From an optimization exercise on the open Yosys and OpenROAD flow, aimed at small area and a short achievable clock period; shortcuts taken in it are not production practice.
In this exercise RTL edits were held to simulation tests only and were not proved equivalent to the original.

Setup of rev 12:
==> flow/design.v (excerpt) <==
module grad_top (
    input  wire logic        clk,
    input  wire logic        rst,
    input  wire logic        in_valid,
    input  wire logic        sof,
    input  wire logic [7:0]  pixel,
    output logic             out_valid,
    output logic [32:0]      grad
);
Settings: LEC_CHECK=0, CAP_MARGIN=20, CORE_MARGIN=2, CORE_UTILIZATION=65, CTS_BUF_LIST=sky130_fd_sc_hd__clkbuf_8, CTS_CLUSTER_SIZE=30, SLEW_MARGIN=20; clock period 26.0 ns.
run.sh (not shown) runs the stock make flow with config.mk's settings and CLKGATE_MAP_FILE= SYNTH_SCRIPT=/design/flow/synth_recipe.tcl, a recipe that flattens the netlist after the stock synthesis.
Modified inputs, rev 13 compared to rev 12
Settings: CTS_BUF_LIST removed (was sky130_fd_sc_hd__clkbuf_8); CTS_CLUSTER_SIZE removed (was 30).
Findings:
Per the comparison of rev 13 with rev 12, area added between synthesis and finish fell by 0.16 points; average detailed-routed wire length per instance +0.80 um; cell area after layout neither gained nor lost much.


## run 1
Another version of the RTL of grad_top (not shown whole).
Size in the first run: about 730 flip-flops, about 30,000 µm² of cells after synthesis.
clock: 26.0 ns
lec_check: 0
cap_margin: 20
core_margin: 2
core_utilization: 75
cts_cluster_diameter: 80
cts_cluster_size: 25
slew_margin: 20
standard.sh (not shown) runs the stock make flow with config.mk's settings and CLKGATE_MAP_FILE= SYNTH_SCRIPT=/design/flow/synth_recipe.tcl, a recipe that flattens the netlist after the stock synthesis.
==> flow/flow/run.sh <==
#!/bin/bash
# The standard layout, with the port buffers made from buf_4 cells instead of the
# resizer's default pick (a delay cell), so that the ports are not slowed down.
set -euo pipefail
export BUFFER_PORTS_ARGS="-buffer_cell sky130_fd_sc_hd__buf_4"
bash standard.sh > standard.log 2>&1
--- input diff run 1..run 2 ---
- changing CORE_UTILIZATION from 75 to 55
==> comparison <==
- Buffer count excluding the clock tree in the final layout (run 2 vs. run 1) increases by a little under 10%
- Summary — final estimated routing congestion in global placement, run 2 relative to run 1: lower, by about 2.1%.
- Between run 2 and run 1, number of CTS-inserted buffers is higher for run 2, run 1 comes in under that.
- Across both runs, half-perimeter wire length after placement was lower for run 2 than for run 1.
- Run 2 against run 1: placed instance area now sits higher; number of non-filler instances in the completed layout has increased.
- Comparing the two runs side by side, run 2 comes out behind run 1 on overall die area.
- On run 2: first-pass GRT wire length is 3600 µm lower than what run 1 gave.
- In the final reports, the cell area of run 2 is larger than that of run 1.
#### Input delta (run 3 over run 2)
- CORE_UTILIZATION: 55 -> 65
[summary]
- Compared run 2 against run 3; total clock buffers created by CTS within noise.
- The synthesized cell count was comparable across run 2 and run 3.
- Time the final worst path needs with I/O delays and setup essentially unchanged between run 3 and run 2.
- Run 2 and run 3 ended up with nearly the same setup slack.
Modified inputs, run 4 compared to run 3
- swapping 25 for 35 in CTS_CLUSTER_SIZE
- swapping 80 for 60 in CTS_CLUSTER_DIAMETER
[summary]
- Run 4 packs its core more tightly than run 3.
- Compared to run 3, the routing of run 4 uses more wire.
- Run 4 ended with less setup skew after layout than run 3.
- Run 4 against run 3: relative area change from synthesis to final layout +1.6 points, first-pass GRT wire length +1.2%.
- Number of cells on the worst reg-to-reg path for run 4 is lower than for run 3.
- The termination of the worst setup path comes out grad[17] in one run and out_valid in the other, namely in run 4 and run 3 respectively.
- There was hardly any difference in area share of buffers outside the clock network between run 4 and run 3.


Another version of the RTL of grad_top (not shown whole).
Size: roughly 2,300 cells after synthesis, ~46 I/O pins, about 0.029 sq mm of cells after synthesis.
==> flow/config.mk <==
export PLATFORM = sky130hd
export DESIGN_NAME = grad_top
export DESIGN_NICKNAME = grad_top
export VERILOG_FILES = /design/flow/design.v
export SDC_FILE = /design/flow/constraint.sdc
export NUM_CORES = 4
export LEC_CHECK = 0
export CAP_MARGIN = 20
export CORE_MARGIN = 2
export CORE_UTILIZATION = 75
export CTS_CLUSTER_DIAMETER = 80
export CTS_CLUSTER_SIZE = 25
export SLEW_MARGIN = 20
==> flow/constraint.sdc <==
create_clock -name core_clock -period 26.0 [get_ports {clk}]
set_input_delay 5.2000 -clock core_clock [delete_from_list [all_inputs] [get_ports {clk}]]
set_output_delay 5.2000 -clock core_clock [all_outputs]
set_load 0.01 [all_outputs]
==> flow/flow/run.sh <==
#!/bin/bash
# The standard layout, with the port buffers made from buf_2 cells instead of the
# resizer's default pick (a delay cell), and clkbuf_8 cells at the clock tree's leaves.
set -euo pipefail
export BUFFER_PORTS_ARGS="-buffer_cell sky130_fd_sc_hd__buf_2"
export CTS_ARGS="-sink_clustering_enable -repair_clock_nets -sink_clustering_size 16 -sink_clustering_max_diameter 80 -buf_list {sky130_fd_sc_hd__clkbuf_8 sky130_fd_sc_hd__clkbuf_16} -root_buf sky130_fd_sc_hd__clkbuf_16 -sink_clustering_buffer sky130_fd_sc_hd__clkbuf_8"
bash standard.sh > standard.log 2>&1
Edit:
--- a/flow/config.mk
+++ b/flow/config.mk
@@ -10,3 +10 @@
-export CORE_UTILIZATION = 75
-export CTS_CLUSTER_DIAMETER = 80
-export CTS_CLUSTER_SIZE = 25
+export CORE_UTILIZATION = 70
Result: The changed run completed without violations. Setup slack stays flat. Final cell count climbs by 0.80%. Fmax barely changes. Clock skew drops by 0.010 ns. Clock-buffer cell count drops by 1. Utilization drops by 5.6 points.


## build 18
RTL: one of the versions met above, not the one the previous note started from.
Size in the first run: roughly 2400 cells after synthesis, roughly 46 I/O pins, ~30000 um2 of cells after synthesis.
==> flow/design.v (excerpt) <==
module grad_top (
    input  wire logic        clk,
    input  wire logic        rst,
    input  wire logic        in_valid,
    input  wire logic        sof,
    input  wire logic [7:0]  pixel,
    output logic             out_valid,
    output logic [32:0]      grad
);
==> flow/config.mk <==
export PLATFORM = sky130hd
export DESIGN_NAME = grad_top
export DESIGN_NICKNAME = grad_top
export VERILOG_FILES = /design/flow/design.v
export SDC_FILE = /design/flow/constraint.sdc
export NUM_CORES = 4
export LEC_CHECK = 0
export CAP_MARGIN = 20
export CORE_MARGIN = 2
export CORE_UTILIZATION = 85
export CTS_CLUSTER_DIAMETER = 80
export CTS_CLUSTER_SIZE = 25
export SLEW_MARGIN = 20
==> flow/constraint.sdc <==
create_clock -name core_clock -period 26.0 [get_ports {clk}]
set_input_delay 5.2000 -clock core_clock [delete_from_list [all_inputs] [get_ports {clk}]]
set_output_delay 5.2000 -clock core_clock [all_outputs]
set_load 0.01 [all_outputs]
==> flow/flow/run.sh <==
#!/bin/bash
# The standard layout, with the port buffers made from buf_4 cells instead of the
# resizer's default pick (a delay cell), so that the ports are not slowed down.
set -euo pipefail
export BUFFER_PORTS_ARGS="-buffer_cell sky130_fd_sc_hd__buf_4"
bash standard.sh > standard.log 2>&1
Looking at the reports, build 18 completed the entire flow and the layout it produced met the timing, DRC and antenna checks.
Changes in build 60 relative to build 18:
Settings: changing CORE_UTILIZATION from 85 to 65.
==> flow/flow/run.sh <==
#!/bin/bash
# The standard layout, with the port buffers made from buf_4 cells instead of the
# resizer's default pick (a delay cell), and a clock tree with fewer levels.
set -euo pipefail
export BUFFER_PORTS_ARGS="-buffer_cell sky130_fd_sc_hd__buf_4"
export CTS_ARGS="-sink_clustering_enable -repair_clock_nets -sink_clustering_size 25 -sink_clustering_max_diameter 80 -sink_clustering_levels 1"
bash standard.sh > standard.log 2>&1
Worst setup path endpoint: out_valid -> build 60, p2_drem[7] -> build 18. Build 60: sequential share of layout area is 0.48 points lower than what build 18 reported. Global-route usage (lower): build 60. Build 60 has routed length on met2 below what build 18 had. Diff build 18 -> build 60: initial antenna violation count fell by 2; mean number of vias per cell fell by 1.0. Run comparison: build 18 type of the worst setup path reg2reg; build 60 type of the worst setup path reg2out.
The inputs of build 82 differ from those of build 60 as listed below.
Settings: swapping 80 for 70 in CTS_CLUSTER_DIAMETER; swapping 25 for 30 in CTS_CLUSTER_SIZE.
==> flow/flow/run.sh <==
#!/bin/bash
# The standard layout, with the port buffers made from buf_4 cells instead of the
# resizer's default pick (a delay cell), so that the ports are not slowed down.
set -euo pipefail
export BUFFER_PORTS_ARGS="-buffer_cell sky130_fd_sc_hd__buf_4"
bash standard.sh > standard.log 2>&1
==> comparison <==
- Build 82 completed end to end with timing, DRC and antenna clean.
- Any difference in actual transition at the worst max-transition pin between build 60 and build 82 is small enough to ignore.
- The register-to-register slack of build 82 is lower than that of build 60.
- Between build 60 and build 82, worst reg2reg path depth decreased.
- The worst setup slack of build 82 falls short of that of build 60 by 17 ps.
- Going from build 60 to build 82, time the final worst path needs with I/O delays and setup now larger; met3 layer wire length in the routed design now smaller.


run A:
grad_top, a different RTL version from the one above (not shown whole).
Size: roughly 2,700 cells after synthesis, ~46 I/O pins, about 30,000 um^2 of cells after synthesis.
// grad_top
module grad_top (
    input  wire logic        clk,
    input  wire logic        rst,
    input  wire logic        in_valid,
    input  wire logic        sof,
    input  wire logic [7:0]  pixel,
    output logic             out_valid,
    output logic [32:0]      grad
);
    logic [7:0] sr [33];
    logic [3:0] col;
    logic [1:0] row;       
    logic [3:0] cur_col;
    logic [1:0] cur_row;
    logic       interior;
    logic       in_v;
    logic       in_sof;
    logic [7:0] in_pix;
    always_ff @(posedge clk) begin
        in_v   <= in_valid;
        in_sof <= sof;
        in_pix <= pixel;
    end
    assign cur_col  = in_sof ? 4'd0 : col;
    assign cur_row  = in_sof ? 2'd0 : row;
    assign interior = cur_row[1] && (cur_col[3:1] != 3'd0);
    always_ff @(posedge clk) begin
        if (!rst) begin
            col <= 4'd0;
            row <= 2'd0;
        end else if (in_v) begin
            col <= cur_col + 4'd1;
            if (cur_col == 4'd15 && !cur_row[1])
                row <= cur_row + 2'd1;
            else
                row <= cur_row;
        end
    end
    always_ff @(posedge clk) begin
        if (in_v) begin
            sr[0] <= in_pix;
            for (int i = 1; i < 33; i++)
                sr[i] <= sr[i-1];
        end
    end
    logic [7:0] vld;
    always_ff @(posedge clk) begin
        if (!rst)
            vld <= '0;
        else
            vld <= {vld[6:0], in_v & interior};
    end
    assign out_valid = vld[7];
    logic [8:0] dv, dh;
    logic [7:0] av, ah;
    assign dv = {1'b0, sr[0]}  - {1'b0, sr[32]};
    assign dh = {1'b0, sr[15]} - {1'b0, sr[17]};
    assign av = dv[8] ? 8'(-dv[7:0]) : dv[7:0];
    assign ah = dh[8] ? 8'(-dh[7:0]) : dh[7:0];
    logic [7:0] r1_av, r1_ah;
    logic       r1_hz, r1_neg, r1_ovf;
    logic [7:0] r1_dsr;
    assign r1_dsr = r1_ovf ? 8'd0 : {r1_ah[7:1], r1_ah[0] | r1_hz};
    always_ff @(posedge clk) begin
        r1_av  <= av;
        r1_ah  <= ah;
        r1_hz  <= (ah == 8'd0);
        r1_neg <= (dv[8] ^ dh[8]) && (av != 8'd0);
  ...
export LEC_CHECK = 0
export CAP_MARGIN = 20
export CORE_MARGIN = 2
export CORE_UTILIZATION = 70
export CTS_CLUSTER_DIAMETER = 80
export CTS_CLUSTER_SIZE = 25
export PLACE_DENSITY = 0.75
export SLEW_MARGIN = 20
create_clock -name core_clock -period 26.0 [get_ports {clk}]
run.sh (not shown) runs the stock make flow with config.mk's settings and CLKGATE_MAP_FILE= SYNTH_SCRIPT=/design/flow/synth_recipe.tcl, a recipe that flattens the netlist after the stock synthesis.
Stock flow here: none of the scripts above is used.
Run A went all the way through the flow, and no timing, DRC or antenna check failed.
--- input diff run A..run B ---
Settings: CAP_MARGIN changed from 20 to 50; CORE_UTILIZATION changed from 70 to 65; SLEW_MARGIN changed from 20 to 80; PLACE_DENSITY removed (was 0.75).
==> comparison <==
Compared with run A, in run B via count went up about 2.2%; period utilization went down 0.25 points; per-cell routed wire length went up 0.37 um; via count of the first global-routing pass went up 502.
Edits applied to the flow inputs when going from run B to run C:
Settings: swapping 25 for 30 in CTS_CLUSTER_SIZE; swapping 80 for 90 in CTS_CLUSTER_DIAMETER; swapping 80 for 20 in SLEW_MARGIN; swapping 50 for 20 in CAP_MARGIN.
--- outcome ---
Between run B and run C, per-cell routed wire length decreased.
Against run B, run C comes in 3.7% lower on instance area after placement.
Area of all placed cells without fillers down 6.6% in run C wrt run B
The following lists how run D was set up differently from run C:
Settings: CTS_CLUSTER_SIZE now 25, was 30; CTS_CLUSTER_DIAMETER now 80, was 90; CORE_UTILIZATION now 80, was 65; PLACE_DENSITY now 0.85, previously not set.
--- outcome ---
- Status: peak per-stage delay on the critical path parity (run C, run D)
- Run D vs. run C: data arrival at the endpoint of the critical path saw an increase, worst setup slack saw a decrease, maximum number of pins on one net before global-route repair saw an increase, net count of the mapped netlist saw little to no change.
- Looking at master of the slowest instance on the critical path, the a311oi_4 result is from run D; the clkdlybuf4s50_1 one comes from run C.

==> what the ideal ports hide <==
Ports are ideal in the flow. The routed layouts listed here were re-timed in OpenROAD.
Step 1: set_driving_cell puts a clkbuf_16 on clk and a buf_2 on each other input, an assumption about the parent block.
Step 2 moves the port delays by t, midway between the first and last clock arrival at a register: inputs arrive t later, outputs are due t later. That takes back most of the time a late clock gives input paths.
Three values: no drivers, after step 1, after step 2; two values: the first two.
| run | shift t [ns] | slack for setup (ns) | worst setup path after step 2 |
|---|---|---|---|
| rev 12 | 0.736 | 19.267 / 19.210 / 19.333 | register to register |
| rev 13 | 0.669 | 19.245 / 19.245 / 19.245 | register to register |
| run 1 | 0.625 | 19.788 / 19.730 / 20.296 | input to register |
| run 2 | 0.640 | 19.780 / 19.718 / 20.329 | input to register |
| run 3 | 0.623 | 19.779 / 19.725 / 20.329 | input to register |
| run 4 | 0.645 | 19.752 / 19.696 / 20.322 | input to register |
| the first run of note 3 | 0.606 | 19.788 / 19.731 / 19.905 | register to register |
| the second run of note 3 | 0.623 | 19.788 / 19.734 / 19.954 | register to register |
| build 18 | 0.612 | 19.723 / 19.723 / 19.723 | register to register |
| build 60 | 0.623 | 19.779 / 19.725 / 20.329 | input to register |
| build 82 | 0.627 | 19.763 / 19.708 / 20.332 | input to register |
| run A | 0.657 | 19.304 / 19.266 / 19.304 | register to register |
| run B | 0.623 | 19.370 / 19.308 / 19.551 | register to register |
| run C | 0.651 | 19.294 / 19.237 / 19.514 | register to register |
| run D | 0.629 | 19.081 / 19.081 / 19.081 | register to register |
After both steps every run listed still meets setup and hold.
